This is an optimization exercise on Yosys and OpenROAD, whose aim is small area, not a production implementation.
Function was checked by simulation only, so behaviour that the tests miss may differ from the original.
Power and IR drop assume default switching activity.

==> flow/design.v (excerpt) <==
module rob_top (
  input  logic                     clk,
  input  logic                     rst,
  input  logic                     write_en,
  input  logic                     read_en,
  input  logic                     update_en,
  input  logic                     commit_en,
  input  logic                     erase_en,
  input  rob_cfg_pkg::rob_index_t  update_addr,
  input  rob_cfg_pkg::rob_index_t  erase_addr,
  input  logic                     in_done,
  input  logic                     in_reg_write_en,
  input  rob_entry_pkg::reg_addr_t in_reg_addr,
  input  rob_entry_pkg::data_t     in_result,
  input  rob_entry_pkg::exc_code_t in_exc_code,
  input  rob_entry_pkg::addr_t     in_pc,
  output logic                     can_write,
  output logic                     can_read,
  output logic                     can_commit,
  output rob_cfg_pkg::rob_index_t  issue_tag,
  output rob_entry_pkg::addr_t     issue_pc,
  output rob_entry_pkg::exc_code_t issue_exc_code,
  output rob_cfg_pkg::rob_index_t  commit_tag,
  output logic                     commit_reg_write_en,
  output rob_entry_pkg::reg_addr_t commit_reg_addr,
  output rob_entry_pkg::data_t     commit_result,
  output rob_entry_pkg::exc_code_t commit_exc_code,
  output rob_entry_pkg::addr_t     commit_pc
);
  rob_entry_pkg::rob_entry_t wr_data;
  rob_entry_pkg::rob_entry_t issue_entry;
  rob_entry_pkg::rob_entry_t commit_entry;
  logic [rob_cfg_pkg::rob_depth-1:0] ptr_wr_sel;
  logic [rob_cfg_pkg::rob_depth-1:0] ptr_wr_hold;
  logic [rob_cfg_pkg::rob_depth-1:0] ptr_issue_sel;
  logic [rob_cfg_pkg::rob_depth-1:0] ptr_commit_sel;
  logic                    ptr_head_done;
  assign wr_data.done         = in_done;
  assign wr_data.reg_write_en = in_reg_write_en;
  assign wr_data.reg_addr     = in_reg_addr;
  assign wr_data.result       = in_result;
  assign wr_data.exc_code     = in_exc_code;
  assign wr_data.pc           = in_pc;
  rob_ptr_ctrl u_ptr_ctrl (
    .clk         (clk),
    .rst         (rst),
    .write_en    (write_en),
    .read_en     (read_en),
    .commit_en   (commit_en),
  ...
For scale: ~24000 um2 of cells after synthesis.
==> flow/config.mk <==
export PLATFORM = sky130hd
export DESIGN_NAME = rob_top
export DESIGN_NICKNAME = rob_top
export VERILOG_FILES = /design/flow/design.v
export SDC_FILE = /design/flow/constraint.sdc
export NUM_CORES = 4
export LEC_CHECK = 0
export CAP_MARGIN = 20
export CORE_MARGIN = 2
export CORE_UTILIZATION = 60
export PLACE_DENSITY = 0.7
export SLEW_MARGIN = 20
export SYNTH_HIERARCHICAL = 1
==> flow/constraint.sdc <==
create_clock -name core_clock -period 5.0 [get_ports {clk}]
set_input_delay 1.0000 -clock core_clock [delete_from_list [all_inputs] [get_ports {clk}]]
set_output_delay 1.0000 -clock core_clock [all_outputs]
set_load 0.01 [all_outputs]
standard.sh (not shown) runs the stock make flow with config.mk's settings and CLKGATE_MAP_FILE= SYNTH_SCRIPT=/design/flow/synth_recipe.tcl, a recipe that flattens the netlist after the stock synthesis.
==> flow/flow/run.sh <==
#!/bin/bash
# the standard layout, with two changes:
#  - ports are buffered with the smallest buffer instead of clkdlybuf4s50_1
#  - clock tree: large sink clusters on clkbuf_16, no dummy loads
export BUFFER_PORTS_ARGS="-buffer_cell sky130_fd_sc_hd__buf_1"
export CTS_ARGS="-sink_clustering_enable -repair_clock_nets -dont_use_dummy_load -sink_clustering_size 30 -sink_clustering_max_diameter 80 -buf_list sky130_fd_sc_hd__clkbuf_16"
bash standard.sh > standard.log 2>&1
Rerun with:
==> flow/run.sh (new file) <==
#!/bin/bash
# synth_recipe.tcl (not shown) runs the flow's synth.tcl, then flattens the netlist and writes it again
# the make line also repeats each setting of config.mk as NAME=value (left out here)
make -C /OpenROAD-flow-scripts/flow DESIGN_CONFIG=/design/flow/config.mk WORK_HOME=/design/flow/orfs CLKGATE_MAP_FILE= SYNTH_SCRIPT=/design/flow/synth_recipe.tcl finish
--- a/flow/config.mk
+++ b/flow/config.mk
@@ -9,4 +9,4 @@
 export CORE_MARGIN = 2
-export CORE_UTILIZATION = 60
-export PLACE_DENSITY = 0.7
+export CORE_UTILIZATION = 40
+export PLACE_DENSITY = 0.6
 export SLEW_MARGIN = 20
removed: flow/flow/run.sh
removed: flow/standard.sh
Power is higher by 25%.
Design area went up by 14%.
Utilization drops by 16 points.
Wire length came out higher by 14%.
Global-route usage drops by 8.4 points.

== exp/fjord ==
The RTL this note starts from:
==> flow/design.v <==
package rob_cfg_pkg;
  localparam int rob_depth       = 8;
  localparam int rob_index_width = 3;
  typedef logic [rob_index_width-1:0] rob_index_t;
  typedef logic [rob_index_width:0] rob_ptr_t;
endpackage
package rob_entry_pkg;
  localparam int addr_width     = 32;
  localparam int data_width     = 32;
  localparam int reg_addr_width = 5;
  localparam int exc_code_width = 5;
  typedef logic [addr_width-1:0]     addr_t;
  typedef logic [data_width-1:0]     data_t;
  typedef logic [reg_addr_width-1:0] reg_addr_t;
  typedef logic [exc_code_width-1:0] exc_code_t;
  localparam int entry_width = 2 + reg_addr_width + data_width + exc_code_width + addr_width;
  typedef struct packed {
    logic      done;
    logic      reg_write_en;
    reg_addr_t reg_addr;
    data_t     result;
    exc_code_t exc_code;
    addr_t     pc;
  } rob_entry_t;
endpackage
`timescale 1ns/1ps
module rob_ptr_ctrl (
  input  logic                    clk,
  input  logic                    rst,
  input  logic                    write_en,
  input  logic                    read_en,
  input  logic                    commit_en,
  input  logic                    update_en,
  input  logic                    erase_en,
  input  rob_cfg_pkg::rob_index_t update_addr,
  input  rob_cfg_pkg::rob_index_t erase_addr,
  output logic                    can_write,
  output logic                    can_read,
  output logic                    can_commit,
  output rob_cfg_pkg::rob_index_t issue_tag,
  output rob_cfg_pkg::rob_index_t commit_tag,
  output logic                    ptr_wr_en,
  output rob_cfg_pkg::rob_index_t ptr_wr_index,
  output logic [rob_cfg_pkg::rob_depth-1:0] ptr_issue_sel,
  output logic [rob_cfg_pkg::rob_depth-1:0] ptr_commit_sel,
  input  logic                    ptr_head_done
);
  localparam int iw = rob_cfg_pkg::rob_index_width;
  rob_cfg_pkg::rob_ptr_t head_ptr;
  rob_cfg_pkg::rob_ptr_t read_ptr;
  rob_cfg_pkg::rob_ptr_t tail_ptr;
  logic empty;
  logic full;
  logic do_alloc;
  logic do_read;
  logic do_commit;
  rob_cfg_pkg::rob_ptr_t read_next;
  rob_cfg_pkg::rob_ptr_t erase_tail;
  rob_cfg_pkg::rob_ptr_t erase_count;
  rob_cfg_pkg::rob_ptr_t read_dist;
  logic                  erase_wrap;
  logic                  pull_back;
  assign empty      = head_ptr == tail_ptr;
  assign full       = (head_ptr[iw-1:0] == tail_ptr[iw-1:0]) && (head_ptr[iw] != tail_ptr[iw]);
  assign can_write  = !full;
  assign can_read   = read_ptr != tail_ptr;
  assign can_commit = !empty && ptr_head_done;
  assign do_alloc  = write_en && can_write && !erase_en;
  assign do_read   = read_en && can_read;
  assign do_commit = commit_en && can_commit;
  assign ptr_wr_en    = do_alloc || update_en;
  assign ptr_wr_index = do_alloc ? tail_ptr[iw-1:0] : update_addr;
  assign issue_tag        = read_ptr[iw-1:0];
  assign commit_tag       = head_ptr[iw-1:0];
  always_comb begin
    erase_wrap  = (erase_addr >= head_ptr[iw-1:0]) ? head_ptr[iw] : !head_ptr[iw];
    erase_tail  = {erase_wrap, erase_addr};
    erase_count = erase_tail - head_ptr;
    read_next   = read_ptr + rob_cfg_pkg::rob_ptr_t'(do_read);
    read_dist   = read_next - head_ptr;
    pull_back   = read_dist > erase_count;
  end
  rob_cfg_pkg::rob_ptr_t head_new;
  rob_cfg_pkg::rob_ptr_t read_new;
  always_comb begin
    head_new = do_commit ? head_ptr + 1'b1 : head_ptr;
    read_new = (erase_en && pull_back) ? erase_tail : read_next;
  end
  always_ff @(posedge clk) begin
    for (int i = 0; i < rob_cfg_pkg::rob_depth; i++) begin
      if (!rst) begin
        ptr_commit_sel[i] <= (i == 0);
        ptr_issue_sel[i]  <= (i == 0);
      end else begin
        ptr_commit_sel[i] <= (head_new[iw-1:0] == i[iw-1:0]);
        ptr_issue_sel[i]  <= (read_new[iw-1:0] == i[iw-1:0]);
      end
    end
  end
  always_ff @(posedge clk) begin
    if (!rst) begin
      head_ptr <= '0;
    end else if (do_commit) begin
      head_ptr <= head_ptr + 1'b1;
    end
  end
  always_ff @(posedge clk) begin
    if (!rst) begin
      read_ptr <= '0;
    end else if (erase_en && pull_back) begin
      read_ptr <= erase_tail;
    end else begin
      read_ptr <= read_next;
    end
  end
  always_ff @(posedge clk) begin
    if (!rst) begin
      tail_ptr <= '0;
    end else if (erase_en) begin
      tail_ptr <= erase_tail;
    end else if (do_alloc) begin
      tail_ptr <= tail_ptr + 1'b1;
    end
  end
endmodule
`timescale 1ns/1ps
module rob_entry_array (
  input  logic                      clk,
  input  logic                      rst,
  input  rob_entry_pkg::rob_entry_t wr_data,
  output rob_entry_pkg::rob_entry_t issue_entry,
  output rob_entry_pkg::rob_entry_t commit_entry,
  input  logic                      ptr_wr_en,
  input  rob_cfg_pkg::rob_index_t   ptr_wr_index,
  input  logic [rob_cfg_pkg::rob_depth-1:0] ptr_issue_sel,
  input  logic [rob_cfg_pkg::rob_depth-1:0] ptr_commit_sel,
  output logic                      ptr_head_done
);
  localparam int depth = rob_cfg_pkg::rob_depth;
  localparam int ew    = rob_entry_pkg::entry_width;
  logic [depth-1:0][ew-1:0] entries;
  logic [depth-1:0] wr_sel;
  logic [depth-1:0] wr_hold;
  always_comb begin
    for (int i = 0; i < depth; i++) begin
      wr_sel[i]  = ptr_wr_en && (ptr_wr_index == i[2:0]);
      wr_hold[i] = !ptr_wr_en || (ptr_wr_index != i[2:0]);
    end
  end
  always_ff @(posedge clk) begin
    for (int i = 0; i < depth; i++) begin
      entries[i] <= (wr_data & {ew{wr_sel[i]}}) | (entries[i] & {ew{wr_hold[i]}});
    end
  end
  always_comb begin
    issue_entry  = '0;
    commit_entry = '0;
    for (int i = 0; i < depth; i++) begin
      issue_entry  = issue_entry  | (entries[i] & {ew{ptr_issue_sel[i]}});
      commit_entry = commit_entry | (entries[i] & {ew{ptr_commit_sel[i]}});
    end
  end
  assign ptr_head_done = commit_entry.done;
endmodule
`timescale 1ns/1ps
module rob_top (
  input  logic                     clk,
  input  logic                     rst,
  input  logic                     write_en,
  input  logic                     read_en,
  input  logic                     update_en,
  input  logic                     commit_en,
  input  logic                     erase_en,
  input  rob_cfg_pkg::rob_index_t  update_addr,
  input  rob_cfg_pkg::rob_index_t  erase_addr,
  input  logic                     in_done,
  input  logic                     in_reg_write_en,
  input  rob_entry_pkg::reg_addr_t in_reg_addr,
  input  rob_entry_pkg::data_t     in_result,
  input  rob_entry_pkg::exc_code_t in_exc_code,
  input  rob_entry_pkg::addr_t     in_pc,
  output logic                     can_write,
  output logic                     can_read,
  output logic                     can_commit,
  output rob_cfg_pkg::rob_index_t  issue_tag,
  output rob_entry_pkg::addr_t     issue_pc,
  output rob_entry_pkg::exc_code_t issue_exc_code,
  output rob_cfg_pkg::rob_index_t  commit_tag,
  output logic                     commit_reg_write_en,
  output rob_entry_pkg::reg_addr_t commit_reg_addr,
  output rob_entry_pkg::data_t     commit_result,
  output rob_entry_pkg::exc_code_t commit_exc_code,
  output rob_entry_pkg::addr_t     commit_pc
);
  rob_entry_pkg::rob_entry_t wr_data;
  rob_entry_pkg::rob_entry_t issue_entry;
  rob_entry_pkg::rob_entry_t commit_entry;
  logic                    ptr_wr_en;
  rob_cfg_pkg::rob_index_t ptr_wr_index;
  logic [rob_cfg_pkg::rob_depth-1:0] ptr_issue_sel;
  logic [rob_cfg_pkg::rob_depth-1:0] ptr_commit_sel;
  logic                    ptr_head_done;
  assign wr_data.done         = in_done;
  assign wr_data.reg_write_en = in_reg_write_en;
  assign wr_data.reg_addr     = in_reg_addr;
  assign wr_data.result       = in_result;
  assign wr_data.exc_code     = in_exc_code;
  assign wr_data.pc           = in_pc;
  rob_ptr_ctrl u_ptr_ctrl (
    .clk         (clk),
    .rst         (rst),
    .write_en    (write_en),
    .read_en     (read_en),
    .commit_en   (commit_en),
    .update_en   (update_en),
    .erase_en    (erase_en),
    .update_addr (update_addr),
    .erase_addr  (erase_addr),
    .can_write   (can_write),
    .can_read    (can_read),
    .can_commit  (can_commit),
    .issue_tag   (issue_tag),
    .commit_tag  (commit_tag),
    .ptr_wr_en        (ptr_wr_en),
    .ptr_wr_index     (ptr_wr_index),
    .ptr_issue_sel    (ptr_issue_sel),
    .ptr_commit_sel   (ptr_commit_sel),
    .ptr_head_done    (ptr_head_done)
  );
  rob_entry_array u_entry_array (
    .clk          (clk),
    .rst          (rst),
    .wr_data      (wr_data),
    .issue_entry  (issue_entry),
    .commit_entry (commit_entry),
    .ptr_wr_en        (ptr_wr_en),
    .ptr_wr_index     (ptr_wr_index),
    .ptr_issue_sel    (ptr_issue_sel),
    .ptr_commit_sel   (ptr_commit_sel),
    .ptr_head_done    (ptr_head_done)
  );
  assign issue_pc       = issue_entry.pc;
  assign issue_exc_code = issue_entry.exc_code;
  assign commit_reg_write_en = commit_entry.reg_write_en;
  assign commit_reg_addr     = commit_entry.reg_addr;
  assign commit_result       = commit_entry.result;
  assign commit_exc_code     = commit_entry.exc_code;
  assign commit_pc           = commit_entry.pc;
endmodule
==> flow/config.mk <==
export PLATFORM = sky130hd
export DESIGN_NAME = rob_top
export DESIGN_NICKNAME = rob_top
export VERILOG_FILES = /design/flow/design.v
export SDC_FILE = /design/flow/constraint.sdc
export NUM_CORES = 4
export LEC_CHECK = 0
export CAP_MARGIN = 20
export CORE_MARGIN = 2
export CORE_UTILIZATION = 40
export PLACE_DENSITY = 0.6
export SLEW_MARGIN = 20
==> flow/constraint.sdc <==
create_clock -name core_clock -period 5.0 [get_ports {clk}]
set_input_delay 1.0000 -clock core_clock [delete_from_list [all_inputs] [get_ports {clk}]]
set_output_delay 1.0000 -clock core_clock [all_outputs]
set_load 0.01 [all_outputs]
run.sh (not shown) runs the stock make flow with config.mk's settings and CLKGATE_MAP_FILE= SYNTH_SCRIPT=/design/flow/synth_recipe.tcl, a recipe that flattens the netlist after the stock synthesis.
Stock flow here: none of the scripts above is used.
exp/fjord | stages: all done | timing, DRC, antenna: all pass
Setup changes, exp/fjord to exp/yarrow
==> flow/flow/run.sh (new file) <==
#!/bin/bash
# standard layout, with ports buffered by the smallest buffer
export BUFFER_PORTS_ARGS="-buffer_cell sky130_fd_sc_hd__buf_1"
bash standard.sh > standard.log 2>&1
==> flow/standard.sh (new file) <==
#!/bin/bash
# synth_recipe.tcl (not shown) runs the flow's synth.tcl, then flattens the netlist and writes it again
# the make line also repeats each setting of config.mk as NAME=value (left out here)
make -C /OpenROAD-flow-scripts/flow DESIGN_CONFIG=/design/flow/config.mk WORK_HOME=/design/flow/orfs CLKGATE_MAP_FILE= SYNTH_SCRIPT=/design/flow/synth_recipe.tcl "${@:-finish}"
--- a/flow/config.mk
+++ b/flow/config.mk
@@ -10,2 +10,3 @@
 export CORE_UTILIZATION = 40
+export CTS_BUF_LIST = sky130_fd_sc_hd__clkbuf_4 sky130_fd_sc_hd__clkbuf_8
 export PLACE_DENSITY = 0.6
removed: flow/run.sh
## What came out
Looking at routed wire length, exp/yarrow sits 0.43% higher than exp/fjord does.
Against exp/fjord as the reference, exp/yarrow delivers a higher count of placed standard cells in the final layout, fillers left out.
| delay of the slowest cell on the worst path | exp/fjord vs exp/yarrow | ≈ equal |
Relative to exp/fjord, the non-clock buffer total of the final layout measured on exp/yarrow has increased slightly.
Re relative contribution of sequential cells to total power: exp/yarrow is 2.9 points up on exp/fjord.

what the ideal ports hide:
The flow's constraints put no driver on any port. The routed layouts listed below were extracted and timed again, unchanged, in two steps. Step 1 assumes that a clkbuf_16 drives the clock port and a buf_2 every other input. Step 2 adds t to the input delays and takes it off the output delays; t is the mean of the earliest and latest rising clock arrival at the registers after step 1. Input paths then give back, and output paths get back, about the clock's delay inside the block. Three values: no drivers, after step 1, after step 2; two values: the first two.
| run | shift t [ns] | setup WS [ns] | worst setup path after step 2 |
|---|---|---|---|
| the first run of note 1 | 0.651 | 0.649 / 0.590 / 1.108 | input to register |
| the second run of note 1 | 0.651 | 0.271 / 0.209 / 0.805 | input to register |
| exp/fjord | 0.649 | 0.849 / 0.849 / 0.399 | input to register |
| exp/yarrow | 0.742 | 0.767 / 0.767 / 0.636 | input to register |
After both steps setup and hold are still met in every run listed. For exp/fjord, which loses most, drivers alone change the setup slack by 0.000 ns; drivers and shift together by -0.450 ns.
